Background: an optimization exercise with open tools, aiming at small area, a short achievable clock period and few clock cycles per item. Do not read the settings as production practice.
At most, simulation tests tie the RTL to the original design; equivalence was not proved.
For runs 1 and 2, only the layout was checked, not whether the RTL still works.
No activity file was given, so power comes from the tool's default toggle rates.

$ cat design/flow/run.sh
#!/bin/bash
# synth_recipe.tcl (not shown) runs the flow's synth.tcl, then flattens the netlist and writes it again
# the make line also repeats each setting of config.mk as NAME=value (left out here)
make -C /OpenROAD-flow-scripts/flow DESIGN_CONFIG=/design/flow/config.mk WORK_HOME=/design/flow/orfs CLKGATE_MAP_FILE= SYNTH_SCRIPT=/design/flow/synth_recipe.tcl finish
$ cat design/flow/config.mk
export PLATFORM = sky130hd
export DESIGN_NAME = dc_motor_position_supervisor_core
export DESIGN_NICKNAME = dc_motor_position_supervisor_core
export VERILOG_FILES = /design/flow/design.v
export SDC_FILE = /design/flow/constraint.sdc
export NUM_CORES = 4
export LEC_CHECK = 0
export CAP_MARGIN = 20
export CORE_MARGIN = 2
export CORE_UTILIZATION = 40
export SLEW_MARGIN = 20
$ cat design/flow/constraint.sdc
create_clock -name core_clock -period 22.0 [get_ports {clk}]
set_input_delay 4.4000 -clock core_clock [delete_from_list [all_inputs] [get_ports {clk}]]
set_output_delay 4.4000 -clock core_clock [all_outputs]
set_load 0.01 [all_outputs]
$ cat design/flow/design.v
package dcmps_pkg;
  typedef enum logic [2:0] {
    MODE_IDLE    = 3'd0,
    MODE_MOVING  = 3'd1,
    MODE_HOMING  = 3'd2,
    MODE_SETTLED = 3'd3,
    MODE_FAULT   = 3'd4
  } mode_t;
  typedef enum logic [1:0] {
    CMD_TICK    = 2'd0,
    CMD_MOVE    = 2'd1,
    CMD_HOME    = 2'd2,
    CMD_UNKNOWN = 2'd3
  } cmd_t;
  typedef enum logic [3:0] {
    REG_CAL         = 4'd0,
    REG_STOP_BAND   = 4'd1,
    REG_REARM_BAND  = 4'd2,
    REG_STALL_WIN   = 4'd3,
    REG_HOME_GRACE  = 4'd4,
    REG_HOME_SETTLE = 4'd5,
    REG_ENC_WIDE    = 4'd6,
    REG_POLARITY    = 4'd7
  } cfg_reg_t;
  localparam int unsigned CFG_IDX_W = 4;
  localparam int unsigned IN_DATA_W = 104;
  localparam int unsigned OUT_DATA_W = 40;
  localparam int unsigned TGT_W = 18;
  localparam logic [31:0] RUN_TIMEOUT_MS     = 32'd200000;
  localparam logic [31:0] PROGRESS_MIN_COUNT = 32'd10;
  localparam logic [31:0] HOME_MOTION_MAX    = 32'd3;
  localparam logic signed [31:0] NARROW_LIMIT = 32'sd30000;
  localparam logic [31:0] NARROW_SPAN = 32'd65536;
  localparam logic [15:0] CAL_RESET         = 16'd20462;
  localparam logic [15:0] STOP_BAND_RESET   = 16'd20;
  localparam logic [15:0] REARM_BAND_RESET  = 16'd60;
  localparam logic [15:0] STALL_WIN_RESET   = 16'd1500;
  localparam logic [15:0] HOME_GRACE_RESET  = 16'd3000;
  localparam logic [15:0] HOME_SETTLE_RESET = 16'd1200;
  localparam logic [3:0]  ENC_WIDE_RESET    = 4'd9;
  localparam logic [1:0]  POLARITY_RESET    = 2'd3;
endpackage
module dc_motor_position_supervisor_core #(
  parameter int MOTORS = 4,
  parameter int MAX_MM = 600
) (
  input  logic                                clk,
  input  logic                                rst_n,
  input  logic [dcmps_pkg::IN_DATA_W-1:0]     in_tdata,
  input  logic [1:0]                          in_tuser,
  input  logic                                in_tvalid,
  output logic                                in_tready,
  output logic [dcmps_pkg::OUT_DATA_W-1:0]    out_tdata,
  output logic                                out_tvalid,
  input  logic                                out_tready,
  input  logic                                cfg_valid,
  output logic                                cfg_ready,
  input  logic [dcmps_pkg::CFG_IDX_W-1:0]     cfg_index,
  input  logic [15:0]                         cfg_data
);
  function automatic logic [63:0] csa(input logic [31:0] a, input logic [31:0] b,
                                      input logic [31:0] c);
    csa = {((a & b) | (a & c) | (b & c)) << 1, a ^ b ^ c};
  endfunction
  logic [15:0] cal_r, stop_band_r, rearm_band_r, stall_win_r, home_grace_r, home_settle_r;
  logic [3:0]  enc_wide_r;
  logic [1:0]  polarity_r;
  assign cfg_ready = 1'b1;
  always_ff @(posedge clk) begin
    if (!rst_n) begin
      cal_r         <= dcmps_pkg::CAL_RESET;
      stop_band_r   <= dcmps_pkg::STOP_BAND_RESET;
      rearm_band_r  <= dcmps_pkg::REARM_BAND_RESET;
      stall_win_r   <= dcmps_pkg::STALL_WIN_RESET;
      home_grace_r  <= dcmps_pkg::HOME_GRACE_RESET;
      home_settle_r <= dcmps_pkg::HOME_SETTLE_RESET;
      enc_wide_r    <= dcmps_pkg::ENC_WIDE_RESET;
      polarity_r    <= dcmps_pkg::POLARITY_RESET;
    end else if (cfg_valid) begin
      case (cfg_index)
        dcmps_pkg::REG_CAL:         cal_r         <= cfg_data;
        dcmps_pkg::REG_STOP_BAND:   stop_band_r   <= cfg_data;
        dcmps_pkg::REG_REARM_BAND:  rearm_band_r  <= cfg_data;
        dcmps_pkg::REG_STALL_WIN:   stall_win_r   <= cfg_data;
        dcmps_pkg::REG_HOME_GRACE:  home_grace_r  <= cfg_data;
        dcmps_pkg::REG_HOME_SETTLE: home_settle_r <= cfg_data;
        dcmps_pkg::REG_ENC_WIDE:    enc_wide_r    <= cfg_data[3:0];
        dcmps_pkg::REG_POLARITY:    polarity_r    <= cfg_data[1:0];
        default: ;
      endcase
    end
  end
  logic        i_valid;
  logic [1:0]  i_cmd, i_mot;
  logic [31:0] i_now, i_y;
  logic        advance;
  logic [1:0]  q_cnt;
  logic        in_wide;
  logic [9:0]  in_mmc;
  logic [15:0] in_mm;
  assign in_wide = enc_wide_r[in_tdata[1:0]];
  assign in_mm   = in_tdata[17:2];
  always_comb begin
    if (in_mm[15])              in_mmc = 10'd0;
    else if (in_mm > 16'(MAX_MM)) in_mmc = 10'(MAX_MM);
    else                        in_mmc = in_mm[9:0];
  end
  assign advance   = i_valid && !q_cnt[1];
  assign in_tready = !i_valid || advance;
  always_ff @(posedge clk) begin
    if (!rst_n) begin
      i_valid <= 1'b0;
    end else if (in_tready) begin
      i_valid <= in_tvalid;
    end
  end
  always_ff @(posedge clk) begin
    if (in_tready && in_tvalid) begin
      i_cmd <= in_tuser;
      i_mot <= in_tdata[1:0];
      i_now <= in_tdata[65:34];
      if (in_tuser == dcmps_pkg::CMD_TICK)
        i_y <= in_wide ? in_tdata[97:66] : {{16{in_tdata[81]}}, in_tdata[81:66]};
      else
        i_y <= {6'd0, in_tdata[33:18], in_mmc};
    end
  end
  logic [MOTORS-1:0] rec_ok;
  logic [31:0] pos_r   [MOTORS];
  logic [31:0] last_r  [MOTORS];
  logic [17:0] tgt_r   [MOTORS];
  logic [2:0]  mode_r  [MOTORS];
  logic [31:0] start_r [MOTORS];
  logic [31:0] refc_r  [MOTORS];
  logic [31:0] reft_r  [MOTORS];
  logic [31:0] pos, last, start, refc, reft;
  logic [17:0] tgt;
  logic [2:0]  mode;
  always_comb begin
    pos = '0; last = '0; tgt = '0; mode = '0; start = '0; refc = '0; reft = '0;
    for (int i = 0; i < MOTORS; i++) begin
      if (i_mot == 2'(i) && rec_ok[i]) begin
        pos   = pos   | pos_r[i];
        last  = last  | last_r[i];
        tgt   = tgt   | tgt_r[i];
        mode  = mode  | mode_r[i];
        start = start | start_r[i];
        refc  = refc  | refc_r[i];
        reft  = reft  | reft_r[i];
      end
    end
  end
  logic        tick, wide;
  logic [31:0] enc, now, dif;
  logic        fold_dn, fold_up;
  assign tick = (i_cmd == dcmps_pkg::CMD_TICK);
  assign wide = enc_wide_r[i_mot];
  assign enc  = i_y;
  assign now  = i_now;
  assign dif     = enc - last;
  assign fold_dn = !wide && !dif[31] && (dif > 32'd30000);
  assign fold_up = !wide && dif[31] && (dif < 32'hFFFF_8AD0);   
  function automatic logic [31:0] fold(input logic [31:0] x0, input logic dn, input logic up);
    logic [15:0] hi;
    hi = x0[31:16];
    if (dn)      fold = {hi - 16'd1, x0[15:0]};
    else if (up) fold = {hi + 16'd1, x0[15:0]};
    else         fold = x0;
  endfunction
  logic [63:0] pe_cs, er_cs1, er_cs2, pg_cs1, pg_cs2;
  logic [31:0] pos_ext0, err0, prog0;
  logic [31:0] pos_ext, err, prog, dif_fix;
  assign pe_cs    = csa(pos, enc, ~last);
  assign pos_ext0 = pe_cs[31:0] + pe_cs[63:32] + 32'd1;
  assign er_cs1   = csa({14'd0, tgt}, ~pos, ~enc);
  assign er_cs2   = csa(er_cs1[31:0], er_cs1[63:32], last);
  assign err0     = er_cs2[31:0] + er_cs2[63:32] + 32'd2;
  assign pg_cs1   = csa(pos, enc, ~last);
  assign pg_cs2   = csa(pg_cs1[31:0], pg_cs1[63:32], ~refc);
  assign prog0    = pg_cs2[31:0] + pg_cs2[63:32] + 32'd2;
  assign pos_ext = fold(pos_ext0, fold_dn, fold_up);
  assign err     = fold(err0, fold_up, fold_dn);
  assign prog    = fold(prog0, fold_dn, fold_up);
  assign dif_fix = fold(dif, fold_dn, fold_up);
  logic [31:0] last_ext;
  assign last_ext = (dif_fix != 32'd0) ? enc : last;
  function automatic logic in_band(input logic [31:0] x, input logic [15:0] b);
    logic hi0, hi1;
    hi0 = (x[31:16] == 16'h0000);
    hi1 = (x[31:16] == 16'hFFFF);
    in_band = (hi0 && x[15:0] <= b) || (hi1 && {1'b0, x[15:0]} >= 17'h10000 - {1'b0, b});
  endfunction
  logic mv_settle, rearm, mv_prog, home_moved, fwd_move;
  assign mv_settle  = in_band(err, stop_band_r);
  assign rearm      = !in_band(err, rearm_band_r);
  assign mv_prog    = !in_band(prog, 16'd9);
  assign home_moved = !in_band(prog, 16'd3);
  assign fwd_move   = polarity_r[0] ? err[31] : (!err[31] && err != 32'd0);
  logic [31:0] since, el_t, sched;
  logic        busy, pending, run_tmo, in_grace, stall_exc, settle_exc, stalled, home_done;
  assign since      = now - start;
  assign el_t       = now - reft;
  assign sched      = now + {16'd0, i_y[25:10]};
  assign busy       = (mode == dcmps_pkg::MODE_MOVING) || (mode == dcmps_pkg::MODE_HOMING);
  assign pending    = busy && since[31];
  assign run_tmo    = since > dcmps_pkg::RUN_TIMEOUT_MS;
  assign in_grace   = since <= {16'd0, home_grace_r};
  assign stall_exc  = el_t > {16'd0, stall_win_r};
  assign settle_exc = el_t > {16'd0, home_settle_r};
  assign stalled    = !mv_prog && stall_exc;
  assign home_done  = !in_grace && !home_moved && settle_exc;
  logic [25:0] mm_prod;
  logic [17:0] tgt_move;
  assign mm_prod  = 26'(i_y[9:0]) * 26'(cal_r);
  assign tgt_move = mm_prod[25:8];
  logic [31:0] pos_nxt, last_nxt, start_nxt, refc_nxt, reft_nxt;
  logic [17:0] tgt_nxt;
  logic [2:0]  mode_nxt;
  logic        drive_fwd, drive_rev;
  always_comb begin
    pos_nxt   = pos;
    last_nxt  = last;
    tgt_nxt   = tgt;
    mode_nxt  = mode;
    start_nxt = start;
    refc_nxt  = refc;
    reft_nxt  = reft;
    drive_fwd = 1'b0;
    drive_rev = 1'b0;
    case (i_cmd)
      dcmps_pkg::CMD_MOVE: begin
        tgt_nxt   = tgt_move;
        start_nxt = sched;
        mode_nxt  = dcmps_pkg::MODE_MOVING;
        refc_nxt  = pos;
        reft_nxt  = sched;
      end
      dcmps_pkg::CMD_HOME: begin
        start_nxt = sched;
        mode_nxt  = dcmps_pkg::MODE_HOMING;
        refc_nxt  = pos;
        reft_nxt  = sched;
      end
      dcmps_pkg::CMD_TICK: begin
        pos_nxt  = pos_ext;
        last_nxt = last_ext;
        if (!pending) begin
          case (mode)
            dcmps_pkg::MODE_MOVING: begin
              if (mv_settle) begin
                mode_nxt = dcmps_pkg::MODE_SETTLED;
              end else if (run_tmo) begin
                mode_nxt = dcmps_pkg::MODE_FAULT;
              end else if (mv_prog) begin
                refc_nxt = pos_ext;
                reft_nxt = now;
              end else if (stall_exc) begin
                mode_nxt = dcmps_pkg::MODE_FAULT;
              end
              if (!mv_settle && !run_tmo && !stalled) begin
                drive_fwd = fwd_move;
                drive_rev = !fwd_move;
              end
            end
            dcmps_pkg::MODE_HOMING: begin
              if (home_moved || in_grace) reft_nxt = now;
              if (home_moved) refc_nxt = pos_ext;
              if (home_done) begin
                pos_nxt  = '0;
                last_nxt = enc;
                tgt_nxt  = '0;
                mode_nxt = dcmps_pkg::MODE_SETTLED;
              end else if (run_tmo) begin
                mode_nxt = dcmps_pkg::MODE_FAULT;
              end
              if (!home_done && !run_tmo) begin
                drive_fwd = polarity_r[1];
                drive_rev = !polarity_r[1];
              end
            end
            dcmps_pkg::MODE_SETTLED: begin
              if (rearm) begin
                mode_nxt  = dcmps_pkg::MODE_MOVING;
                start_nxt = now;
                refc_nxt  = pos_ext;
                reft_nxt  = now;
              end
            end
            default: ;
          endcase
        end
      end
      default: ;
    endcase
  end
  always_ff @(posedge clk) begin
    if (!rst_n) begin
      rec_ok <= '0;
    end else if (advance) begin
      rec_ok[i_mot] <= 1'b1;
    end
  end
  always_ff @(posedge clk) begin
    for (int i = 0; i < MOTORS; i++) begin
      if (advance && i_mot == 2'(i)) begin
        pos_r[i]   <= pos_nxt;
        last_r[i]  <= last_nxt;
        tgt_r[i]   <= tgt_nxt;
        mode_r[i]  <= mode_nxt;
        start_r[i] <= start_nxt;
        refc_r[i]  <= refc_nxt;
        reft_r[i]  <= reft_nxt;
      end
    end
  end
  logic [38:0] res, q0, q1;
  logic        pop;
  assign res = {pos_nxt, drive_rev, drive_fwd, mode_nxt, i_mot};
  assign pop = q_cnt != 2'd0 && out_tready;
  always_ff @(posedge clk) begin
    if (!rst_n) begin
      q_cnt <= 2'd0;
    end else begin
      q_cnt <= q_cnt + {1'b0, advance} - {1'b0, pop};
    end
  end
  always_ff @(posedge clk) begin
    if (advance && (q_cnt == 2'd0 || pop)) q0 <= res;
    else if (q_cnt[1] && pop)              q0 <= q1;
    if (advance && q_cnt == 2'd1 && !pop)  q1 <= res;
  end
  assign out_tvalid = q_cnt != 2'd0;
  assign out_tdata  = {1'b0, q0};
endmodule
==> results of run 1 <==
## registers in the layout, summed over array words and instances (netlist names), 4 cells and up
| register | count |
|---|---|
| rec_ok | 4 |
| cal_r | 16 |
| home_grace_r | 16 |
| stop_band_r | 16 |
| enc_wide_r | 4 |
| last_r | 128 |
| stall_win_r | 16 |
| rearm_band_r | 16 |
| reft_r | 128 |
| start_r | 128 |
| tgt_r | 72 |
| mode_r | 12 |
| pos_r | 128 |
| refc_r | 128 |
| q0 | 39 |
| home_settle_r | 16 |
| q1 | 39 |
| i_now | 32 |
| i_y | 32 |
## per-stage QoR
step	power, uW	hold WS, ns
after floorplan	4623	0.4325
after global placement	5458	0.4479
after detailed placement	5504	0.4527
after CTS	7346	0.4677
after global routing	7800	0.4783
final	7324	0.4670
## area by class of cell
type / count / area, um2
clock buffer: 135 / 2845
fill: 15040 / 87940
sequential: 979 / 28310
multi-input combinational: 4189 / 33010
timing repair buffer: 275 / 2520
inverter: 579 / 2173
antenna: 2 / 5.005
tap: 2160 / 2703
clock inverter: 61 / 695.7
## cell families (layout without fill, tap and decap cells)
group	count (synthesis)	after routing	share of synthesized area [%]
muxes	96	96	1.608
adders and majority gates	683	683	15.89
and+or+nand+nor	1497	1497	11.42
buffers and inverters	843	1050	5.018
xor gates and xnor gates	251	251	3.413
other	2	4	0.01166
AOI/OAI and AO/OA	1660	1660	18.69
DFF	979	979	43.95
## layer usage
layer  GRT usage (%)  vias up  wire, um
met4           8.235        4      6890
met5               0        -        24
met2           40.97     1498     95860
met1           30.95    24060     84280
li1                -    22560         -
met3           2.694      306     10420
## critical path: cells and delay by family (launching register included)
family,cells,cell delay (ns)
buffers and inverters,6,1.96
and+or+nand+nor,8,2.97
AOI/OAI and AO/OA,10,3.32
adders and majority gates,5,2.07
muxes,1,0.47
xor gates and xnor gates,1,0.65
DFF,1,0.76
## cell usage after synthesis, drive strengths merged (24+ instances only)
master and n:
a21boi 85, nor3 91, nand3 117, a211oi 39, mux2i 54, or3 29
nor2 256, nand2b 48, o21bai 27, o211ai 60, nor4 40, a31oi 35
a22o 213, or4 24, o31ai 27, or2 30, a221oi 106, mux2 40
and2 104, fa 225, dfxtp 109, edfxtp 870, xor2 75, a221o 112
inv 579, ha 458, nand2 536, and3 44, buf 61, a21o 91
nor2b 54, clkbuf 203, a21oi 341, a311o 26, nand4 59, o21a 63
o21ai 229, xnor2 176, o22ai 28
## worst max-delay path by stage
stage	start	end	slack, ns	cells past startpoint
2_1_floorplan	i_mot[0]	last_r[2][0]	7.25	2
3_3_place_gp	i_mot[1]	last_r[2][19]	9.70	31
3_5_place_dp	i_mot[1]	last_r[2][19]	9.66	31
4_1_cts	i_mot[1]	last_r[3][19]	9.65	31
5_1_grt	i_mot[1]	last_r[1][19]	8.87	31
6_report	i_mot[1]	last_r[3][19]	9.39	31
## report_power, final
| group | switching [uW] | internal, uW |
|---|---|---|
| registers | 52.8 | 2210 |
| clock network | 771 | 1050 |
| logic | 1990 | 1260 |
==> qor.yml, run 1 <==
layout:
  layout_common_cells: "edfxtp_1, inv_1, nand2_1, ha_1, a21oi_1"
  area_growth_pct: 12.19
  fin_util_pct: 45.11
  final_common_cell: "edfxtp_1"
  nNetsFinal: 6944
  fin_area_um2: 72260
  drive_gt1_share_pct: 6.594
  instances_no_fill: 8380
critical_path:
  crit_path_frequent_cell: "buf_4"
  cp_max_fo: 43
  crit_type: "reg -> reg"
  cp_data_required_time_ns: 22.51
  ff2ff_path_depth: 31
  slowest_stage: "nand4_4"
  end_kind: "flop"
  max_stage_delay_ns: 0.81
  critPathArrivalTime_ns: 13.12
  cp-start-kind: "flop"
  r2r_slack_ns: 9.39
  r2r_end: "last_r[3][19]"
  timing.rr.start: "i_mot[1]"
clocking:
  cts_buffers: 106
  cts-root-buf: "clkbuf_16"
  cts_max_path_buffers: 3
  cts_sinks: 979
  clkLatencyLatePin_ns: 0.76
  cts_resized: 0
  ctsHoldBuffers: 0
  cts_tree: "built"
  htree_levels: 3
  clk_pin_slew_worst_paths_ns: 0.06
  post_cts_buffers: 0
hold_path:
  whs_endpoint: "home_grace_r[12]"
  min_path_cells: 2
  hp-class: "reg -> reg"
  hp-start: "home_grace_r[12]"
synth:
  async_flop_share_pct: 0
  yosysUniqueCellTypes: 104
  netlist_area_um2: 64410
  ys_seq_area_share_pct: 43.95
  synth_edf_count: 870
  synthTopCellsByArea: "edfxtp_1, ha_1, fa_1, dfxtp_1, inv_1"
  syn-num-nets: 6825
  syn_avg_cell_area_um2: 10.72
  ys.flop_type: "edfxtp_1"
  post-synth-top-area-cell: "edfxtp_1"
  ys_seq_elements: 979
  synthCells: 6011
  synth_top_area_share_pct: 40.56
  ys_warn_count: 8
routing:
  post_drt_wl_per_cell_um: 23.57
  antenna_left: 0
  drt-pass1-iter-count: 6
  wl_mm: 197.5
  routed_via_density: 5.779
  routed-via-count: 48430
  drt_iter0_markers: 3972
  drc: 0
timing:
  relSlewSlack_pct: 19.86
  skew_ns: 0.05460
  setup_tns_ns: 0
  worst_pin_slew_ns: 1.191
  hold_viol: 0
  setup_viol: 0
  fin_crit_ns: 12.61
  layout_setup_ws_ns: 9.389
  drv_slew: 0
  post-route-period-util_pct: 57.32
  max_freq_mhz: 79.29
  rsz0062_at_grt: "no"
flow_run:
  drv_cap: 0
floorplan:
  start_util_pct: 40.20
  die_w_um: 405.3
  die-area_um2: 164200
  core_um2: 160200
  rows: 147
  die_y_um: 405.3
  ioPinCount: 174
grt:
  grtUsageTotal_pct: 23.79
  antenna_found_initial: 6
  grt_overflow_total: 0
  grt_max_degree: 130
  grt_pass1_wl_mm: 297.5
  grt_pass1_vias: 48320
status:
  status: "finished clean"
power:
  vdd_ir_drop_max_mv: 0.1176
  power_density_nw_per_um2: 101.3
  leakagePower_uw: 0.02771
placement:
  dpl.hpwl_mm: 141.0
  pre_cts_slack_ns: 9.663
  placed_cells: 8181
  dpl_cell_area_um2: 68700
  gp_congestion: 0.9247
  port_buffers: 165
==> run 2, diff against run 1 <==
--- a/design/flow/config.mk
+++ b/design/flow/config.mk
@@ -6,4 +6,5 @@
 export NUM_CORES = 4
 export LEC_CHECK = 0
+export ABC_CLOCK_PERIOD_IN_PS = 6000
 export CAP_MARGIN = 20
 export CORE_MARGIN = 2
==> run 2 against run 1 <==
Non-clock buffer count unchanged. Routed wire length unchanged. Register-to-register slack about the same. Core utilization unchanged. Sequential cell count unchanged. Synthesized area unchanged. Die area unchanged. Clock power about the same. Largest cell class unchanged. Still clean. Setup slack unchanged. Critical endpoint unchanged. Global-route usage unchanged. Sequential share of layout area unchanged.
==> qor.yml, run 2 <==
power:
  pwr-share-comb_pct: 44.3  # about the same
  p_int_uw: 4513  # unchanged
  clkPwrFrac_pct: 24.9  # about the same
  power_density_nw_per_um2: 101.3  # unchanged
  vdd_ir_drop_max_mv: 0.1176  # unchanged
  power_uw: 7324  # unchanged
  leakagePower_uw: 0.02771  # unchanged
  pwr-share-seq_pct: 30.9  # about the same
  switching_share_pct: 38.38  # unchanged
  p_sw_uw: 2811  # unchanged
synth:
  yosys.area_share.simple_pct: 11.42  # unchanged
  ys_seq_area_share_pct: 43.95  # unchanged
  synth_top_family_by_area: "compound AO/OA/AOI/OAI gates"  # unchanged
  yosys-top-cells-count: "edfxtp_1, inv_1, nand2_1, ha_1, a21oi_1"  # unchanged
  synthAdderAreaFrac_pct: 15.89  # unchanged
  synth_top_area_share_pct: 40.56  # unchanged
  synth_edf_count: 870  # unchanged
  syn-num-nets: 6825  # unchanged
  synthTopCellsByArea: "edfxtp_1, ha_1, fa_1, dfxtp_1, inv_1"  # unchanged
  synth.most_common_cell: "edfxtp_1"  # unchanged
  post-synth-top-area-cell: "edfxtp_1"  # unchanged
  ys_warn_count: 8  # unchanged
  synthCells: 6011  # unchanged
  syn_avg_cell_area_um2: 10.72  # unchanged
  async_flop_share_pct: 0  # unchanged
  yosysUniqueCellTypes: 104  # unchanged
  synth-compound-area-share_pct: 18.69  # unchanged
  netlist_area_um2: 64410  # unchanged
  ys_seq_elements: 979  # unchanged
  synthXorXnorAreaFrac_pct: 3.413  # unchanged
  ys.flop_type: "edfxtp_1"  # unchanged
  synth_mux_area_share_pct: 1.608  # unchanged
layout:
  nNetsFinal: 6944  # unchanged
  area_growth_pct: 12.19  # unchanged
  register_area_um2: 28310  # unchanged
  final_common_cell: "edfxtp_1"  # unchanged
  fin_util_pct: 45.11  # unchanged
  multiInputGateArea_um2: 33010  # unchanged
  layout_common_cells: "edfxtp_1, inv_1, nand2_1, ha_1, a21oi_1"  # unchanged
  drive_gt1_share_pct: 6.594  # unchanged
  instances_no_fill: 8380  # unchanged
  nFillCells: 15040  # unchanged
timing:
  setup_tns_ns: 0  # unchanged
  skew_ns: 0.05460  # unchanged
  layout_setup_ws_ns: 9.389  # unchanged
  worst_pin_slew_ns: 1.191  # unchanged
  relSlewSlack_pct: 19.86  # unchanged
  rsz0062_at_grt: "no"  # unchanged
  drv_slew: 0  # unchanged
  fin_crit_ns: 12.61  # unchanged
  max_freq_mhz: 79.29  # unchanged
  setup_viol: 0  # unchanged
  hold_viol: 0  # unchanged
  post-route-period-util_pct: 57.32  # unchanged
grt:
  antenna_found_initial: 6  # unchanged
  busiest_layer: "met2"  # unchanged
  grt_max_degree: 130  # unchanged
  grtUsageMet3_pct: 2.694  # unchanged
  met2_usage_pct: 40.97  # unchanged
  grt_pass1_vias: 48320  # unchanged
  grt_overflow_total: 0  # unchanged
  met1_usage_pct: 30.95  # unchanged
  grt_pass1_wl_mm: 297.5  # unchanged
  grtUsageTotal_pct: 23.79  # unchanged
hold_path:
  min_path_cells: 2  # unchanged
  hp-class: "reg -> reg"  # unchanged
  whs_endpoint: "home_grace_r[12]"  # unchanged
  hp-start: "home_grace_r[12]"  # unchanged
status:
  status: "finished clean"  # unchanged
floorplan:
  core_um2: 160200  # unchanged
  die_y_um: 405.3  # unchanged
  start_util_pct: 40.20  # unchanged
  die-area_um2: 164200  # unchanged
  die_w_um: 405.3  # unchanged
  ioPinCount: 174  # unchanged
  rows: 147  # unchanged
placement:
  dpl.hpwl_mm: 141.0  # unchanged
  port_buffers: 165  # unchanged
  gp_congestion: 0.9247  # unchanged
  placed_cells: 8181  # unchanged
  pre_cts_slack_ns: 9.663  # unchanged
critical_path:
  cp_data_required_time_ns: 22.51  # about the same
  critPathArrivalTime_ns: 13.12  # about the same
  crit_path_frequent_cell: "buf_4"  # unchanged
  r2r_slack_ns: 9.39  # about the same
  ff2ff_path_depth: 31  # unchanged
  cp_max_fo: 43  # unchanged
  slowest_stage: "nand4_4"  # unchanged
  timing.rr.start: "i_mot[1]"  # unchanged
  end_kind: "flop"  # unchanged
  max_stage_delay_ns: 0.81  # about the same
  r2r_end: "last_r[3][19]"  # unchanged
  crit_type: "reg -> reg"  # unchanged
  cp-start-kind: "flop"  # unchanged
clocking:
  clk_pin_slew_worst_paths_ns: 0.06  # about the same
  post_cts_buffers: 0  # unchanged
  clkLatencyLatePin_ns: 0.76  # about the same
  cts_tree: "built"  # unchanged
  cts-root-buf: "clkbuf_16"  # unchanged
  cts_sinks: 979  # unchanged
  ctsHoldBuffers: 0  # unchanged
  htree_levels: 3  # unchanged
  cts_max_path_buffers: 3  # unchanged
  cts_buffers: 106  # unchanged
  cts_resized: 0  # unchanged
routing:
  post_drt_wl_per_cell_um: 23.57  # unchanged
  wl_mm: 197.5  # unchanged
  routed-via-count: 48430  # unchanged
  drt_iter0_markers: 3972  # unchanged
  drt-pass1-iter-count: 6  # unchanged
  routed_via_density: 5.779  # unchanged
  antenna_left: 0  # unchanged
  drc: 0  # unchanged
flow_run:
  drv_cap: 0  # unchanged
-- run 2: cell counts in the layout (fill, tap and decap cells not counted) --
No cell type changed its count.
-- run 2: cell type report --
cell class / count / share of cell area (%)
Tap cell: 2160 / 3.740
Timing Repair Buffer: 275 / 3.487
Clock inverter: 61 / 0.9627
Multi-Input combinational cell: 4189 / 45.69
Sequential cell: 979 / 39.17
Inverter: 579 / 3.008
Clock buffer: 135 / 3.937
Antenna cell: 2 / 0.006926
-- run 2: through the flow --
| step | hold slack, ns | instance area (um2) |
|---|---|---|
| floorplan | 0.4325 | 64410 |
| global placement | 0.4479 | 68700 |
| detailed placement | 0.4527 | 68700 |
| CTS | 0.4677 | 72240 |
| global route | 0.4783 | 72260 |
| finish | 0.4670 | 72260 |
-- run 2: kinds of logic after synthesis --
logic type | Yosys count
AOI/OAI and AO/OA | 1660
and+or+nand+nor | 1497
DFF | 979
buffers and inverters | 843
adders and majority gates | 683
xor gates and xnor gates | 251
muxes | 96
other | 2
-- run 2: how the worst max path moves through the flow --
stage / end / slack, ns / start / depth (start not counted)
floorplan: last_r[2][0] / 7.25 / i_mot[0] / 2
global placement: last_r[2][19] / 9.70 / i_mot[1] / 31
detailed placement: last_r[2][19] / 9.66 / i_mot[1] / 31
CTS: last_r[3][19] / 9.65 / i_mot[1] / 31
global route: last_r[1][19] / 8.87 / i_mot[1] / 31
finish: last_r[3][19] / 9.39 / i_mot[1] / 31
-- run 2: worst max-delay path: cells and delay by family, from the launching register on --
| kind | cells | cell delay [ns] |
|---|---|---|
| buf+inv | 6 | 1.96 |
| xor+xnor | 1 | 0.65 |
| simple gates | 8 | 2.97 |
| fa+ha+maj | 5 | 2.07 |
| mux | 1 | 0.47 |
| compound gates | 10 | 3.32 |
| flops | 1 | 0.76 |
-- run 2: power by group through the flow --
stage	logic (uW)	registers, uW	clock network, uW
floorplan	2330	2300	0
global placement	3160	2300	0
detailed placement	3210	2300	0
CTS	3230	2260	1850
global route	3610	2270	1920
finish	3240	2260	1820
-- run 2: metal layers --
metal	share of wire, %	vias up	routed length, um
li1	-	22560	-
met1	43	24060	84280
met2	49	1498	95860
met3	5.3	306	10420
met4	3.5	4	6890
met5	0.012	-	24
==> run 3, diff against run 2 <==
--- a/design/flow/design.v
+++ b/design/flow/design.v
@@ -93,7 +93,9 @@
   logic        i_valid;
   logic [1:0]  i_cmd, i_mot;
+  logic [MOTORS-1:0] i_sel;
   logic [31:0] i_now, i_y;
   logic        advance;
   logic [1:0]  q_cnt;
+  logic [MOTORS-1:0] rec_ok, rec_ok_nxt;
   logic        in_wide;
   logic [9:0]  in_mmc;
@@ -102,15 +104,21 @@
   assign in_mm   = in_tdata[17:2];
   always_comb begin
-    if (in_mm[15])              in_mmc = 10'd0;
+    if (in_mm[15])                in_mmc = 10'd0;
     else if (in_mm > 16'(MAX_MM)) in_mmc = 10'(MAX_MM);
-    else                        in_mmc = in_mm[9:0];
+    else                          in_mmc = in_mm[9:0];
   end
   assign advance   = i_valid && !q_cnt[1];
   assign in_tready = !i_valid || advance;
+  always_comb begin
+    rec_ok_nxt = rec_ok;
+    if (advance) rec_ok_nxt[i_mot] = 1'b1;
+  end
   always_ff @(posedge clk) begin
     if (!rst_n) begin
       i_valid <= 1'b0;
-    end else if (in_tready) begin
-      i_valid <= in_tvalid;
+      rec_ok  <= '0;
+    end else begin
+      if (in_tready) i_valid <= in_tvalid;
+      rec_ok <= rec_ok_nxt;
     end
   end
@@ -119,4 +127,5 @@
       i_cmd <= in_tuser;
       i_mot <= in_tdata[1:0];
+      for (int i = 0; i < MOTORS; i++) i_sel[i] <= (in_tdata[1:0] == 2'(i)) && rec_ok_nxt[i];
       i_now <= in_tdata[65:34];
       if (in_tuser == dcmps_pkg::CMD_TICK)
@@ -126,5 +135,4 @@
     end
   end
-  logic [MOTORS-1:0] rec_ok;
   logic [31:0] pos_r   [MOTORS];
   logic [31:0] last_r  [MOTORS];
@@ -140,61 +148,69 @@
     pos = '0; last = '0; tgt = '0; mode = '0; start = '0; refc = '0; reft = '0;
     for (int i = 0; i < MOTORS; i++) begin
-      if (i_mot == 2'(i) && rec_ok[i]) begin
-        pos   = pos   | pos_r[i];
-        last  = last  | last_r[i];
-        tgt   = tgt   | tgt_r[i];
-        mode  = mode  | mode_r[i];
-        start = start | start_r[i];
-        refc  = refc  | refc_r[i];
-        reft  = reft  | reft_r[i];
-      end
+      pos   = pos   | (pos_r[i]   & {32{i_sel[i]}});
+      last  = last  | (last_r[i]  & {32{i_sel[i]}});
+      tgt   = tgt   | (tgt_r[i]   & {18{i_sel[i]}});
+      mode  = mode  | (mode_r[i]  & {3{i_sel[i]}});
+      start = start | (start_r[i] & {32{i_sel[i]}});
+      refc  = refc  | (refc_r[i]  & {32{i_sel[i]}});
+      reft  = reft  | (reft_r[i]  & {32{i_sel[i]}});
     end
   end
   logic        tick, wide;
-  logic [31:0] enc, now, dif;
-  logic        fold_dn, fold_up;
+  logic [31:0] enc, now;
   assign tick = (i_cmd == dcmps_pkg::CMD_TICK);
   assign wide = enc_wide_r[i_mot];
   assign enc  = i_y;
   assign now  = i_now;
-  assign dif     = enc - last;
-  assign fold_dn = !wide && !dif[31] && (dif > 32'd30000);
-  assign fold_up = !wide && dif[31] && (dif < 32'hFFFF_8AD0);   
-  function automatic logic [31:0] fold(input logic [31:0] x0, input logic dn, input logic up);
-    logic [15:0] hi;
-    hi = x0[31:16];
-    if (dn)      fold = {hi - 16'd1, x0[15:0]};
-    else if (up) fold = {hi + 16'd1, x0[15:0]};
-    else         fold = x0;
-  endfunction
-  logic [63:0] pe_cs, er_cs1, er_cs2, pg_cs1, pg_cs2;
-  logic [31:0] pos_ext0, err0, prog0;
-  logic [31:0] pos_ext, err, prog, dif_fix;
-  assign pe_cs    = csa(pos, enc, ~last);
-  assign pos_ext0 = pe_cs[31:0] + pe_cs[63:32] + 32'd1;
-  assign er_cs1   = csa({14'd0, tgt}, ~pos, ~enc);
-  assign er_cs2   = csa(er_cs1[31:0], er_cs1[63:32], last);
-  assign err0     = er_cs2[31:0] + er_cs2[63:32] + 32'd2;
-  assign pg_cs1   = csa(pos, enc, ~last);
-  assign pg_cs2   = csa(pg_cs1[31:0], pg_cs1[63:32], ~refc);
-  assign prog0    = pg_cs2[31:0] + pg_cs2[63:32] + 32'd2;
-  assign pos_ext = fold(pos_ext0, fold_dn, fold_up);
-  assign err     = fold(err0, fold_up, fold_dn);
-  assign prog    = fold(prog0, fold_dn, fold_up);
-  assign dif_fix = fold(dif, fold_dn, fold_up);
-  logic [31:0] last_ext;
-  assign last_ext = (dif_fix != 32'd0) ? enc : last;
-  function automatic logic in_band(input logic [31:0] x, input logic [15:0] b);
-    logic hi0, hi1;
-    hi0 = (x[31:16] == 16'h0000);
-    hi1 = (x[31:16] == 16'hFFFF);
-    in_band = (hi0 && x[15:0] <= b) || (hi1 && {1'b0, x[15:0]} >= 17'h10000 - {1'b0, b});
+  logic [31:0] dif, dif_fix, pos_ext, last_ext;
+  logic        fold_dn, fold_up, dif_zero;
+  assign dif      = enc - last;
+  assign fold_dn  = !wide && !dif[31] && (dif[30:15] != 16'd0 || dif[14:0] > 15'd30000);
+  assign fold_up  = !wide && dif[31] && (dif[30:15] != 16'hFFFF || dif[14:0] < 15'h0AD0);
+  assign dif_fix  = {dif[31:16] + (fold_dn ? 16'hFFFF : {15'd0, fold_up}), dif[15:0]};
+  assign dif_zero = (dif[15:0] == 16'd0) &&
+                    (dif[31:16] == 16'd0 || (!wide && (dif[31:16] == 16'd1 || dif[31:16] == 16'hFFFF)));
+  assign pos_ext  = pos + dif_fix;
+  assign last_ext = dif_zero ? last : enc;
+  logic [63:0] er_cs1, er_cs2, pg_cs1, pg_cs2;
+  logic [31:0] err0, prog0;
+  assign er_cs1 = csa({14'd0, tgt}, ~pos, ~enc);
+  assign er_cs2 = csa(er_cs1[31:0], er_cs1[63:32], last);
+  assign err0   = er_cs2[31:0] + er_cs2[63:32] + 32'd2;    
+  assign pg_cs1 = csa(pos, enc, ~last);
+  assign pg_cs2 = csa(pg_cs1[31:0], pg_cs1[63:32], ~refc);
+  assign prog0  = pg_cs2[31:0] + pg_cs2[63:32] + 32'd2;   
+  logic [15:0] eh, ph;
+  logic        e_hz, e_ho, p_hz, p_ho, err_neg, err_zero;
+  assign eh = err0[31:16];
+  assign ph = prog0[31:16];
+  always_comb begin
+    if (fold_dn) begin         
+      e_hz = (eh == 16'hFFFF); e_ho = (eh == 16'hFFFE);
+      p_hz = (ph == 16'h0001); p_ho = (ph == 16'h0000);
+      err_neg = eh[15] ^ (eh[14:0] == 15'h7FFF);
+    end else if (fold_up) begin   
+      e_hz = (eh == 16'h0001); e_ho = (eh == 16'h0000);
+      p_hz = (ph == 16'hFFFF); p_ho = (ph == 16'hFFFE);
+      err_neg = eh[15] ^ (eh[14:0] == 15'h0000);
+    end else begin
+      e_hz = (eh == 16'h0000); e_ho = (eh == 16'hFFFF);
+      p_hz = (ph == 16'h0000); p_ho = (ph == 16'hFFFF);
+      err_neg = eh[15];
+    end
+  end
+  assign err_zero = e_hz && (err0[15:0] == 16'd0);
+  function automatic logic in_band(input logic hz, input logic ho, input logic [15:0] lo,
+                                   input logic [15:0] b);
+    logic [16:0] s;
+    s = {1'b0, lo} + {1'b0, b};
+    in_band = (hz && lo <= b) || (ho && s[16]);
   endfunction
   logic mv_settle, rearm, mv_prog, home_moved, fwd_move;
-  assign mv_settle  = in_band(err, stop_band_r);
-  assign rearm      = !in_band(err, rearm_band_r);
-  assign mv_prog    = !in_band(prog, 16'd9);
-  assign home_moved = !in_band(prog, 16'd3);
-  assign fwd_move   = polarity_r[0] ? err[31] : (!err[31] && err != 32'd0);
+  assign mv_settle  = in_band(e_hz, e_ho, err0[15:0], stop_band_r);
+  assign rearm      = !in_band(e_hz, e_ho, err0[15:0], rearm_band_r);
+  assign mv_prog    = !in_band(p_hz, p_ho, prog0[15:0], 16'd9);
+  assign home_moved = !in_band(p_hz, p_ho, prog0[15:0], 16'd3);
+  assign fwd_move   = polarity_r[0] ? err_neg : (!err_neg && !err_zero);
   logic [31:0] since, el_t, sched;
   logic        busy, pending, run_tmo, in_grace, stall_exc, settle_exc, stalled, home_done;
@@ -205,7 +221,7 @@
   assign pending    = busy && since[31];
   assign run_tmo    = since > dcmps_pkg::RUN_TIMEOUT_MS;
-  assign in_grace   = since <= {16'd0, home_grace_r};
-  assign stall_exc  = el_t > {16'd0, stall_win_r};
-  assign settle_exc = el_t > {16'd0, home_settle_r};
+  assign in_grace   = (since[31:16] == 16'd0) && (since[15:0] <= home_grace_r);
+  assign stall_exc  = (el_t[31:16] != 16'd0) || (el_t[15:0] > stall_win_r);
+  assign settle_exc = (el_t[31:16] != 16'd0) || (el_t[15:0] > home_settle_r);
   assign stalled    = !mv_prog && stall_exc;
   assign home_done  = !in_grace && !home_moved && settle_exc;
@@ -295,11 +311,4 @@
   end
   always_ff @(posedge clk) begin
-    if (!rst_n) begin
-      rec_ok <= '0;
-    end else if (advance) begin
-      rec_ok[i_mot] <= 1'b1;
-    end
-  end
-  always_ff @(posedge clk) begin
     for (int i = 0; i < MOTORS; i++) begin
       if (advance && i_mot == 2'(i)) begin
--- a/design/flow/config.mk
+++ b/design/flow/config.mk
@@ -6,5 +6,4 @@
 export NUM_CORES = 4
 export LEC_CHECK = 0
-export ABC_CLOCK_PERIOD_IN_PS = 6000
 export CAP_MARGIN = 20
 export CORE_MARGIN = 2
==> run 3 against run 2 <==
Power is 17% higher. Clock power is 3% lower. Critical path depth rose by 1. Sequential power grew 2%. Critical path type unchanged. Count of clock-buffer cells in the layout decreased by 6.
==> qor.yml, run 3 <==
layout:
  nFillCells: 14220  # was 15040
  drive_gt1_share_pct: 5.114  # was 6.594%
  final_common_cell: "edfxtp_1"  # unchanged
  layout_common_cells: "edfxtp_1, nand2_1, ha_1, inv_1, a21oi_1"  # was edfxtp_1, inv_1, nand2_1, ha_1, a21oi_1
  nNetsFinal: 6667  # was 6944
  fin_area_um2: 69680  # was 72260 um2
  area_growth_pct: 11.77  # was 12.19%
  antenna_cells: 0  # was 2
clocking:
  cts_tree: "built"  # unchanged
  clk_pin_slew_worst_paths_ns: 0.06  # about the same
  clkLatencyLatePin_ns: 0.74  # was 0.76 ns
  ctsHoldBuffers: 0  # unchanged
  cts_max_path_buffers: 3  # unchanged
  cts_sinks: 983  # was 979
  post_cts_buffers: 0  # unchanged
  cts-root-buf: "clkbuf_16"  # unchanged
  cts_buffers: 105  # was 106
  htree_levels: 3  # unchanged
  cts_resized: 0  # unchanged
synth:
  ys_warn_count: 8  # unchanged
  synthTopCellsByArea: "edfxtp_1, ha_1, fa_1, nand2_1, dfxtp_1"  # was edfxtp_1, ha_1, fa_1, dfxtp_1, inv_1
  yosysUniqueCellTypes: 100  # was 104
  syn_avg_cell_area_um2: 10.78  # was 10.72 um2
  netlist_area_um2: 62350  # was 64410 um2
  yosys-top-cells-count: "edfxtp_1, nand2_1, ha_1, inv_1, a21oi_1"  # was edfxtp_1, inv_1, nand2_1, ha_1, a21oi_1
  synth.most_common_cell: "edfxtp_1"  # unchanged
  ys_seq_elements: 983  # was 979
  ys_seq_area_share_pct: 45.60  # was 43.95%
  synth_top_area_share_pct: 42.10  # was 40.56%
  post-synth-top-area-cell: "edfxtp_1"  # unchanged
  async_flop_share_pct: 0  # unchanged
  ys.flop_type: "edfxtp_1"  # unchanged
  synthCells: 5784  # was 6011
  syn-num-nets: 6595  # was 6825
  synth_edf_count: 874  # was 870
routing:
  routed_via_density: 5.849  # was 5.779
  m1WireLength_mm: 85.03  # was 84.28 mm
  drc: 0  # unchanged
  wl_met3_mm: 14.20  # was 10.42 mm
  antenna_left: 0  # unchanged
  drt_iter0_markers: 4693  # was 3972
  wl_mm: 185.7  # was 197.5 mm
  drt-pass1-iter-count: 6  # unchanged
  post_drt_wl_per_cell_um: 23.24  # was 23.57 um
  routed.top_layer: "met4"  # was met5
  route.met2.wl_mm: 82.18  # was 95.86 mm
  routed-via-count: 46720  # was 48430
grt:
  grt_overflow_total: 0  # unchanged
  grt_max_degree: 133  # was 130
  grt_pass1_wl_mm: 277.8  # was 297.5 mm
  grtUsageTotal_pct: 22.91  # was 23.79%
  antenna_found_initial: 4  # was 6
  grt_pass1_vias: 44940  # was 48320
hold_path:
  hp-class: "reg -> reg"  # unchanged
timing:
  setup_viol: 0  # unchanged
  hold_viol: 0  # unchanged
  relSlewSlack_pct: 26.12  # was 19.86%
  setup_tns_ns: 0  # unchanged
  worst_pin_slew_ns: 1.108  # was 1.191 ns
  skew_ns: 0.04904  # was 0.05460 ns
  max_freq_mhz: 91.55  # was 79.29 MHz
  drv_slew: 0  # unchanged
  rsz0062_at_grt: "no"  # unchanged
  post-route-period-util_pct: 49.65  # was 57.32%
  fin_crit_ns: 10.92  # was 12.61 ns
critical_path:
  end_kind: "flop"  # unchanged
  crit_path_frequent_cell: "buf_4"  # unchanged
  cp_data_required_time_ns: 22.45  # was 22.51 ns
  max_stage_delay_ns: 0.70  # was 0.81 ns
  slowest_stage: "buf_4"  # was nand4_4
  critPathArrivalTime_ns: 11.37  # was 13.12 ns
  cp_max_fo: 50  # was 43
  crit_type: "reg -> reg"  # unchanged
  cp-start-kind: "flop"  # unchanged
floorplan:
  core_um2: 154400  # was 160200 um2
  ioPinCount: 174  # unchanged
  die-area_um2: 159000  # was 164200 um2
  rows: 144  # was 147
  die_w_um: 398.8  # was 405.3 um
  die_y_um: 398.8  # was 405.3 um
  start_util_pct: 40.38  # was 40.20%
power:
  vdd_ir_drop_max_mv: 0.08649  # was 0.1176 mV
  leakagePower_uw: 0.02668  # was 0.02771 uW
  power_density_nw_per_um2: 123.4  # was 101.3 nW/um2
placement:
  dpl_cell_area_um2: 66210  # was 68700 um2
  gp_congestion: 0.9644  # was 0.9247
  port_buffers: 165  # unchanged
  dpl.hpwl_mm: 132.8  # was 141.0 mm
status:
  status: "finished clean"  # unchanged
flow_run:
  drv_cap: 0  # unchanged
==> run 3: layer usage <==
| layer | up-vias | track usage (%) |
|---|---|---|
| li1 | 21640 | - |
| met5 | - | 0 |
| met1 | 23230 | 33.39 |
| met2 | 1658 | 35.51 |
| met4 | 0 | 6.173 |
| met3 | 196 | 3.371 |
==> run 3: path summary, 6_finish.rpt <==
path | slack, ns | startpoint | cells after the start | end
worst max register to register | 11.08 | i_sel[1] | 32 | q0[30]
worst max-delay path | 11.08 | i_sel[1] | 32 | q0[30]
worst min-delay path | 0.46 | home_settle_r[8] | 2 | home_settle_r[8]
worst min register to register | 0.46 | home_settle_r[8] | 2 | home_settle_r[8]
==> run 3: per-stage QoR <==
step	total power (uW)	instances	worst slack, ns	hold slack (ns)	utilization [%]
detailed placement	6798	7791	11.14	0.4619	42.88
global route	9213	7988	10.57	0.4928	45.13
global placement	6746	7790	11.21	0.4550	42.86
floorplan	5584	5784	7.328	0.4423	-
finish	8597	7988	11.08	0.4621	45.13
CTS	8594	7986	11.05	0.4706	45.10
==> run 3: critical path: cells and delay by family, from the launching register on <==
kind / cells / cell delay [ns]
AOI/OAI and AO/OA: 9 / 2.70
xor gates and xnor gates: 1 / 0.23
adders and majority gates: 5 / 1.57
buffers and inverters: 10 / 3.19
DFF: 1 / 0.35
muxes: 1 / 0.37
and+or+nand+nor: 6 / 2.07
==> run 3: where the power goes <==
group | total [uW] | internal [uW] | switching (uW)
Sequential | 2300 | 2260 | 45.7
Clock | 1770 | 1010 | 753
Combinational | 4530 | 1710 | 2820
Total | 8600 | 4980 | 3620
==> run 3: cells by family (layout without fill, tap and decap cells) <==
| logic type | count (synthesis) | count (layout) | synth area share (%) |
|---|---|---|---|
| buffers and inverters | 692 | 852 | 4.267 |
| adder cells (fa/ha/maj) | 680 | 680 | 16.37 |
| XOR/XNOR | 199 | 199 | 2.818 |
| other | 2 | 2 | 0.01205 |
| flip-flops | 983 | 983 | 45.60 |
| AND/OR/NAND/NOR | 1628 | 1628 | 12.23 |
| multiplexers | 53 | 53 | 0.9111 |
| AO/OA/AOI/OAI | 1547 | 1547 | 17.79 |
==> run 3: final cells by class <==
class                      count  area [um2]  share of cell area (%)
clock buffer                 129        2759                   3.959
clock inverter                66       668.1                  0.9588
inverter                     413        1550                   2.225
multi-input combinational   4109       31390                   45.05
sequential                   983       28430                   40.79
tap                         2044        2557                   3.670
timing repair buffer         244        2332                   3.347
Testbench counts of run 3, summed over its fixed seeds: cycles 80,016, items 80,000.
==> run 4, diff against run 3 <==
--- a/design/flow/design.v
+++ b/design/flow/design.v
@@ -163,13 +163,19 @@
   assign enc  = i_y;
   assign now  = i_now;
-  logic [31:0] dif, dif_fix, pos_ext, last_ext;
+  logic [31:0] dif, pos_ext0, pos_ext, last_ext;
+  logic [63:0] pe_cs;
   logic        fold_dn, fold_up, dif_zero;
   assign dif      = enc - last;
   assign fold_dn  = !wide && !dif[31] && (dif[30:15] != 16'd0 || dif[14:0] > 15'd30000);
   assign fold_up  = !wide && dif[31] && (dif[30:15] != 16'hFFFF || dif[14:0] < 15'h0AD0);
-  assign dif_fix  = {dif[31:16] + (fold_dn ? 16'hFFFF : {15'd0, fold_up}), dif[15:0]};
   assign dif_zero = (dif[15:0] == 16'd0) &&
                     (dif[31:16] == 16'd0 || (!wide && (dif[31:16] == 16'd1 || dif[31:16] == 16'hFFFF)));
-  assign pos_ext  = pos + dif_fix;
+  assign pe_cs    = csa(pos, enc, ~last);
+  assign pos_ext0 = pe_cs[31:0] + pe_cs[63:32] + 32'd1;
+  always_comb begin
+    if (fold_dn)      pos_ext = {pos_ext0[31:16] - 16'd1, pos_ext0[15:0]};
+    else if (fold_up) pos_ext = {pos_ext0[31:16] + 16'd1, pos_ext0[15:0]};
+    else              pos_ext = pos_ext0;
+  end
   assign last_ext = dif_zero ? last : enc;
   logic [63:0] er_cs1, er_cs2, pg_cs1, pg_cs2;
==> design/flow/flow/run.sh (new file) <==
#!/bin/bash
# Standard layout, with the resizer's setup repair aimed well below the clock period so that it
# sizes and buffers the record-update loop (the clock period and constraints are unchanged).
set -euo pipefail
bash standard.sh synth > synth.log 2>&1
bash standard.sh SETUP_SLACK_MARGIN=15 finish > layout.log 2>&1
==> design/flow/standard.sh (new file) <==
#!/bin/bash
# synth_recipe.tcl (not shown) runs the flow's synth.tcl, then flattens the netlist and writes it again
# the make line also repeats each setting of config.mk as NAME=value (left out here)
make -C /OpenROAD-flow-scripts/flow DESIGN_CONFIG=/design/flow/config.mk WORK_HOME=/design/flow/orfs CLKGATE_MAP_FILE= SYNTH_SCRIPT=/design/flow/synth_recipe.tcl "${@:-finish}"
removed: design/flow/run.sh
==> run 4 against run 3 <==
Combinational power increased by 36%. Still clean on timing, DRC and antenna. Critical endpoint is now reft_r[3][19]. Die area increased by 2.1%. Sequential share of layout area decreased by 5.3 points. Clock power decreased by 3%. Routed wire length increased by 25%. Synthesized cell count increased by 4.9%. Worst hold slack improved by 0.0046 ns.
==> qor.yml, run 4 <==
timing:
  max_freq_mhz: 127.5  # was 91.55 MHz
  hold_viol: 0  # unchanged
  setup_viol: 0  # unchanged
  worst_pin_slew_ns: 1.093  # was 1.108 ns
  timing.hold.ws_ns: 0.4667  # was 0.4621 ns
  post-route-period-util_pct: 35.65  # was 49.65%
  rsz0062_at_grt: "yes"  # was no
  drv_slew: 0  # unchanged
  setup_tns_ns: 0  # unchanged
  fin_crit_ns: 7.842  # was 10.92 ns
  layout_setup_ws_ns: 14.16  # was 11.08 ns
  skew_ns: 0.03214  # was 0.04904 ns
  relSlewSlack_pct: 27.11  # was 26.12%
synth:
  ys.flop_type: "edfxtp_1"  # unchanged
  async_flop_share_pct: 0  # unchanged
  synth_edf_count: 874  # unchanged
  netlist_area_um2: 63680  # was 62350 um2
  yosys-top-cells-count: "edfxtp_1, nand2_1, inv_1, ha_1, a21oi_1"  # was edfxtp_1, nand2_1, ha_1, inv_1, a21oi_1
  synth.most_common_cell: "edfxtp_1"  # unchanged
  syn_avg_cell_area_um2: 10.50  # was 10.78 um2
  synth_top_area_share_pct: 41.22  # was 42.10%
  ys_seq_area_share_pct: 44.64  # was 45.60%
  post-synth-top-area-cell: "edfxtp_1"  # unchanged
  syn-num-nets: 6858  # was 6595
  yosysUniqueCellTypes: 115  # was 100
  ys_seq_elements: 983  # unchanged
  synthTopCellsByArea: "edfxtp_1, ha_1, fa_1, nand2_1, dfxtp_1"  # unchanged
  ys_warn_count: 8  # unchanged
  synthCells: 6067  # was 5784
floorplan:
  start_util_pct: 40.25  # was 40.38%
  rows: 146  # was 144
  die-area_um2: 162400  # was 159000 um2
  die_y_um: 403.0  # was 398.8 um
  die_w_um: 403.0  # was 398.8 um
  core_um2: 158200  # was 154400 um2
  ioPinCount: 174  # unchanged
critical_path:
  slowest_stage: "or4b_1"  # was buf_4
  cp_data_required_time_ns: 22.46  # was 22.45 ns
  r2r_slack_ns: 14.16  # was 11.08 ns
  cp-start-kind: "flop"  # unchanged
  crit_type: "reg -> reg"  # unchanged
  ff2ff_path_depth: 34  # was 32
  cp_max_fo: 7  # was 50
  end_kind: "flop"  # unchanged
  max_stage_delay_ns: 0.47  # was 0.70 ns
  r2r_end: "reft_r[3][19]"  # was q0[30]
  cp_num_buf_inv: 8  # was 10
  critPathArrivalTime_ns: 8.30  # was 11.37 ns
  crit_family: "compound AO/OA/AOI/OAI gates"  # was buffers and inverters
  timing.rr.start: "i_sel[3]"  # was i_sel[1]
grt:
  grt_max_degree: 115  # was 133
  met2_usage_pct: 44.36  # was 35.51%
  busiest_layer: "met2"  # unchanged
  grt_overflow_total: 0  # unchanged
  met1_usage_pct: 35.94  # was 33.39%
  antenna_found_initial: 6  # was 4
  grt_pass1_vias: 49870  # was 44940
  grtUsageMet3_pct: 3.926  # was 3.371%
  grtUsageTotal_pct: 27.82  # was 22.91%
  grt_pass1_wl_mm: 334.3  # was 277.8 mm
placement:
  port_buffers: 165  # unchanged
  gp_congestion: 0.9372  # was 0.9644
  dpl.hpwl_mm: 148.7  # was 132.8 mm
  dpl_cell_area_um2: 68070  # was 66210 um2
  placed_cells: 8120  # was 7791
  pre_cts_slack_ns: 12.03  # was 11.14 ns
clocking:
  clkLatencyLatePin_ns: 0.75  # was 0.74 ns
  cts_tree: "built"  # unchanged
  clk_pin_slew_worst_paths_ns: 0.06  # about the same
  htree_levels: 3  # unchanged
  cts_buffers: 102  # was 105
  cts_sinks: 983  # unchanged
  cts_max_path_buffers: 3  # unchanged
  ctsHoldBuffers: 0  # unchanged
  cts-root-buf: "clkbuf_16"  # unchanged
power:
  power_density_nw_per_um2: 127.3  # was 123.4 nW/um2
  leakagePower_uw: 0.03058  # was 0.02668 uW
  vdd_ir_drop_max_mv: 0.1273  # was 0.08649 mV
routing:
  antenna_left: 0  # unchanged
  wl_mm: 232.6  # was 185.7 mm
  post_drt_wl_per_cell_um: 26.90  # was 23.24 um
  drt-pass1-iter-count: 8  # was 6
  drc: 0  # unchanged
  routed-via-count: 51730  # was 46720
  routed_via_density: 5.981  # was 5.849
  drt_iter0_markers: 5323  # was 4693
layout:
  instances_no_fill: 8649  # was 7988
  nNetsFinal: 7286  # was 6667
  final_common_cell: "edfxtp_1"  # unchanged
  drive_gt1_share_pct: 19.04  # was 5.114%
  nFillCells: 13910  # was 14220
  layout_common_cells: "edfxtp_1, nand2_1, inv_1, ha_1, nor2_1"  # was edfxtp_1, nand2_1, ha_1, inv_1, a21oi_1
  area_growth_pct: 25.64  # was 11.77%
  register_area_um2: 28430  # unchanged
  multiInputGateArea_um2: 37010  # was 31390 um2
  fin_area_um2: 80010  # was 69680 um2
hold_path:
  whs_endpoint: "stall_win_r[5]"  # was home_settle_r[8]
  hp-start: "stall_win_r[5]"  # was home_settle_r[8]
  hp-class: "reg -> reg"  # unchanged
  min_path_cells: 2  # unchanged
flow_run:
  drv_cap: 0  # unchanged
status:
  status: "finished clean"  # unchanged
[run 4: final cells by class]
class / instances / share of cell area, %
clock buffers: 132 / 3.383
flip-flops and latches: 983 / 35.53
well taps: 2072 / 3.240
inverters: 496 / 2.346
diodes: 1 / 0.003128
clock inverters: 53 / 0.6475
multi-input cells: 4312 / 46.26
repair buffers: 600 / 8.586
[run 4: worst max path at each step]
stage	cells after the start	to	slack (ns)	start
global route	33	reft_r[1][19]	13.99	i_sel[3]
detailed placement	31	refc_r[0][23]	12.03	i_sel[1]
finish	34	reft_r[3][19]	14.16	i_sel[3]
floorplan	31	reft_r[0][18]	14.66	i_sel[0]
CTS	31	reft_r[3][14]	14.21	i_sel[3]
global placement	31	refc_r[0][23]	12.07	i_sel[1]
[run 4: worst min-delay path, cell delays in order (launching register included)]
cell	delay [ns]
dfxtp_1	0.31
nand2_1	0.05
a21boi_0	0.06
[run 4: stage by stage]
stage | power, uW | utilization, %
finish | 10180 | 50.57
global route | 10750 | 50.57
CTS | 9666 | 48.83
detailed placement | 7002 | 43.03
global placement | 6945 | 43.03
floorplan | 5632 | -
[run 4: kinds of logic after synthesis]
logic type	after synthesis	share of synthesized area (%)
buf+inv	780	4.708
flops	983	44.64
other cells	2	0.01179
compound gates	1671	18.59
xor+xnor	246	3.395
simple gates	1684	12.74
mux	37	0.6562
fa+ha+maj	664	15.26
[run 4: routing by layer]
metal	up-vias	part of all wire [%]
met4	4	7.0
met3	516	7.2
li1	23270	-
met5	-	0.012
met1	25770	40
met2	2158	46
[run 4: repair_timing]
item | CTS | global route
endpoints found under the hold margin | 0 | 0
setup endpoints to repair | 798 | 798
buffers inserted | 182 | 117
pin swaps | 164 | 145
gates resized for setup | 644 | 332
gates cloned | 40 | 4
[run 4: power breakdown]
part / switching, uW / internal, uW / total, uW
clock: 747 / 961 / 1710
sequential: 62.1 / 2250 / 2310
combinational: 3570 / 2590 / 6170
total: 4380 / 5800 / 10200
Testbench counts of run 4, summed over its fixed seeds: cycles 80,016, items 80,000.
==> run 5, diff against run 4 <==
--- a/design/flow/config.mk
+++ b/design/flow/config.mk
@@ -6,4 +6,5 @@
 export NUM_CORES = 4
 export LEC_CHECK = 0
+export ABC_AREA = 1
 export CAP_MARGIN = 20
 export CORE_MARGIN = 2
==> run 5 against run 4 <==
Still clean on timing, DRC and antenna. Maximum frequency up 13%. First-iteration DRC count increased by 4.0%. Clock skew grew 0.028 ns. Setup slack improved by 0.88 ns. Routed wire length is 7.6% higher. Sequential cell count is the same. Count of clock-buffer cells in the layout shrank 1. Global-route usage is 0.19 points lower. Critical endpoint is now tgt_r[1][15]. Largest power group unchanged.
==> qor.yml, run 5 <==
grt:
  grtUsageTotal_pct: 27.63  # was 27.82%
  grt_overflow_total: 0  # unchanged
  antenna_found_initial: 7  # was 6
  grt_pass1_wl_mm: 358.0  # was 334.3 mm
  grt_pass1_vias: 56340  # was 49870
  grt_max_degree: 128  # was 115
floorplan:
  rows: 151  # was 146
  ioPinCount: 174  # unchanged
  die_w_um: 416.2  # was 403.0 um
  core_um2: 169100  # was 158200 um2
  start_util_pct: 40.20  # was 40.25%
  die-area_um2: 173200  # was 162400 um2
  die_y_um: 416.2  # was 403.0 um
timing:
  max_freq_mhz: 143.7  # was 127.5 MHz
  setup_tns_ns: 0  # unchanged
  hold_viol: 0  # unchanged
  drv_slew: 0  # unchanged
  setup_viol: 0  # unchanged
  post-route-period-util_pct: 31.63  # was 35.65%
  layout_setup_ws_ns: 15.04  # was 14.16 ns
  rsz0062_at_grt: "yes"  # unchanged
  timing.hold.ws_ns: 0.4608  # was 0.4667 ns
  skew_ns: 0.05991  # was 0.03214 ns
  relSlewSlack_pct: 21.03  # was 27.11%
  fin_crit_ns: 6.960  # was 7.842 ns
  worst_pin_slew_ns: 1.178  # was 1.093 ns
clocking:
  cts-root-buf: "clkbuf_16"  # unchanged
  clkLatencyLatePin_ns: 0.77  # was 0.75 ns
  ctsHoldBuffers: 0  # unchanged
  cts_sinks: 983  # unchanged
  cts_tree: "built"  # unchanged
  cts_max_path_buffers: 3  # unchanged
  htree_levels: 3  # unchanged
  cts_buffers: 107  # was 102
  clk_pin_slew_worst_paths_ns: 0.06  # about the same
layout:
  drive_gt1_share_pct: 11.96  # was 19.04%
  final_common_cell: "nand2_1"  # was edfxtp_1
  fin_util_pct: 48.18  # was 50.57%
  nNetsFinal: 9094  # was 7286
  area_growth_pct: 19.86  # was 25.64%
  multiInputGateArea_um2: 37460  # was 37010 um2
  layout_common_cells: "nand2_1, inv_1, edfxtp_1, nor2_1, a21oi_1"  # was edfxtp_1, nand2_1, inv_1, ha_1, nor2_1
  register_area_um2: 28430  # unchanged
  nFillCells: 15770  # was 13910
critical_path:
  critPathArrivalTime_ns: 7.44  # was 8.30 ns
  cp-start-kind: "flop"  # unchanged
  crit_type: "reg -> reg"  # unchanged
  end_kind: "flop"  # unchanged
  cp_data_required_time_ns: 22.48  # was 22.46 ns
  cp_max_fo: 7  # unchanged
  slowest_stage: "fa_1"  # was or4b_1
  max_stage_delay_ns: 0.51  # was 0.47 ns
placement:
  dpl.hpwl_mm: 170.1  # was 148.7 mm
  gp_congestion: 0.9629  # was 0.9372
  port_buffers: 165  # unchanged
  pre_cts_slack_ns: 11.80  # was 12.03 ns
synth:
  async_flop_share_pct: 0  # unchanged
  ys_warn_count: 8  # unchanged
  yosys-top-cells-count: "nand2_1, inv_1, edfxtp_1, nor2_1, a21oi_1"  # was edfxtp_1, nand2_1, inv_1, ha_1, a21oi_1
  yosysUniqueCellTypes: 69  # was 115
  syn-num-nets: 8828  # was 6858
  syn_avg_cell_area_um2: 8.458  # was 10.50 um2
  synthCells: 8037  # was 6067
  post-synth-top-area-cell: "edfxtp_1"  # unchanged
  ys_seq_elements: 983  # unchanged
  netlist_area_um2: 67970  # was 63680 um2
  synth_edf_count: 874  # unchanged
  synthTopCellsByArea: "edfxtp_1, nand2_1, ha_1, inv_1, fa_1"  # was edfxtp_1, ha_1, fa_1, nand2_1, dfxtp_1
  ys_seq_area_share_pct: 41.82  # was 44.64%
  synth_top_area_share_pct: 38.61  # was 41.22%
  synth.most_common_cell: "nand2_1"  # was edfxtp_1
  ys.flop_type: "edfxtp_1"  # unchanged
routing:
  drc: 0  # unchanged
  drt-pass1-iter-count: 7  # was 8
  routed-via-count: 59250  # was 51730
  drt_iter0_markers: 5537  # was 5323
  post_drt_wl_per_cell_um: 23.58  # was 26.90 um
  wl_mm: 250.3  # was 232.6 mm
  routed_via_density: 5.581  # was 5.981
  antenna_left: 0  # unchanged
power:
  vdd_ir_drop_max_mv: 0.1191  # was 0.1273 mV
  power_uw: 12000  # was 10180 uW
  leakagePower_uw: 0.03546  # was 0.03058 uW
  power_density_nw_per_um2: 147.3  # was 127.3 nW/um2
hold_path:
  hp-class: "reg -> reg"  # unchanged
status:
  status: "finished clean"  # unchanged
flow_run:
  drv_cap: 0  # unchanged
-- run 5: changes by cell type after synthesis, sizes merged, moves of 63 or more --
cell    change
a221oi     -77
nand3     +245
nor2      +417
nand2    +1235
o21ai     +155
a21o      -107
inv       +753
a21boi     -63
a22o      +159
and2       -86
xnor2     -104
a22oi     -160
a21oi     +150
-- run 5: final cells by class --
class	instances	area share [%]
antenna	4	0.01229
clock buffer	131	3.498
clock inverter	69	1.072
inverter	1251	5.794
multi-input combinational	5567	45.98
sequential	983	34.89
tap	2218	3.406
timing repair buffer	393	5.344
-- run 5: worst max-delay path, delay by kind of cell (launching register included) --
family	cells	cell delay [ns]
adders and majority gates	4	1.25
xor gates and xnor gates	1	0.23
AOI/OAI and AO/OA	3	0.44
buffers and inverters	13	1.68
and+or+nand+nor	20	2.56
DFF	1	0.43
-- run 5: power by group --
part,total (uW),internal (uW),switching [uW]
Sequential,2390,2320,78.6
Combinational,7700,2780,4920
Clock,1900,1090,814
-- run 5: cells by family after synthesis --
family          after synthesis  share of synthesized area [%]
fa+ha+maj                   660                          14.24
compound gates             1412                          13.00
buf+inv                    1502                          8.419
flops                       983                          41.82
other cells                   2                        0.01105
mux                           3                        0.04418
simple gates               3301                          20.21
xor+xnor                    174                          2.253
-- run 5: stage by stage --
stage,cell area [um2],std cells
CTS,78870,10530
global route,81460,10610
floorplan,67990,8037
detailed placement,72070,10240
global placement,72070,10240
finish,81470,10620
-- run 5: final timing paths --
path	start	to	slack, ns	cells past startpoint
setup reg to reg	i_sel[3]	tgt_r[1][15]	15.04	41
setup / recovery	i_sel[3]	tgt_r[1][15]	15.04	41
hold / removal	home_settle_r[14]	home_settle_r[14]	0.46	2
hold reg to reg	home_settle_r[14]	home_settle_r[14]	0.46	2
-- run 5: metal layers --
layer	track usage [%]	wire length, um
met1	36.14	102600
met2	45.01	114900
met3	4.103	19680
met4	13.02	13060
met5	0	20
-- run 5: what timing repair did --
| item | 4_1_cts | 5_1_grt |
|---|---|---|
| endpoints found under the setup margin | 798 | 794 |
| pin swaps | 59 | 106 |
| cloned | 25 | 13 |
| buffers inserted | 62 | 69 |
| resized for setup | 424 | 348 |

-- re-timing with driven ports --
No port has a modelled driver above. Below, the same layouts with a new extraction and two added sets of constraints.
Step 1 sets driving cells, clkbuf_16 on the clock port and buf_2 on the other inputs (assumed; they add their load-dependent delay and slew).
Step 2 times the ports against the registers' clock, not the clock port: input delays grow and output delays shrink by t, the midpoint of the rising clock arrivals with the driver on.
Slacks: ideal ports / drivers / drivers and shift; pairs: ideal ports / drivers.
run	shift t [ns]	setup WS [ns]	worst register clock-pin slew, ns
run 1	0.816	9.389 / 9.389 / 9.389	0.07 / 0.07
run 2	0.816	9.389 / 9.389 / 9.389	0.07 / 0.07
run 3	0.791	11.077 / 11.077 / 11.077	0.07 / 0.07
run 4	0.816	14.158 / 14.158 / 14.158	0.07 / 0.07
run 5	0.823	15.040 / 15.040 / 14.678	0.07 / 0.07
After both steps every run listed still meets setup and hold. For run 5, which loses most, drivers alone change the setup slack by 0.000 ns; drivers and shift together by -0.362 ns.
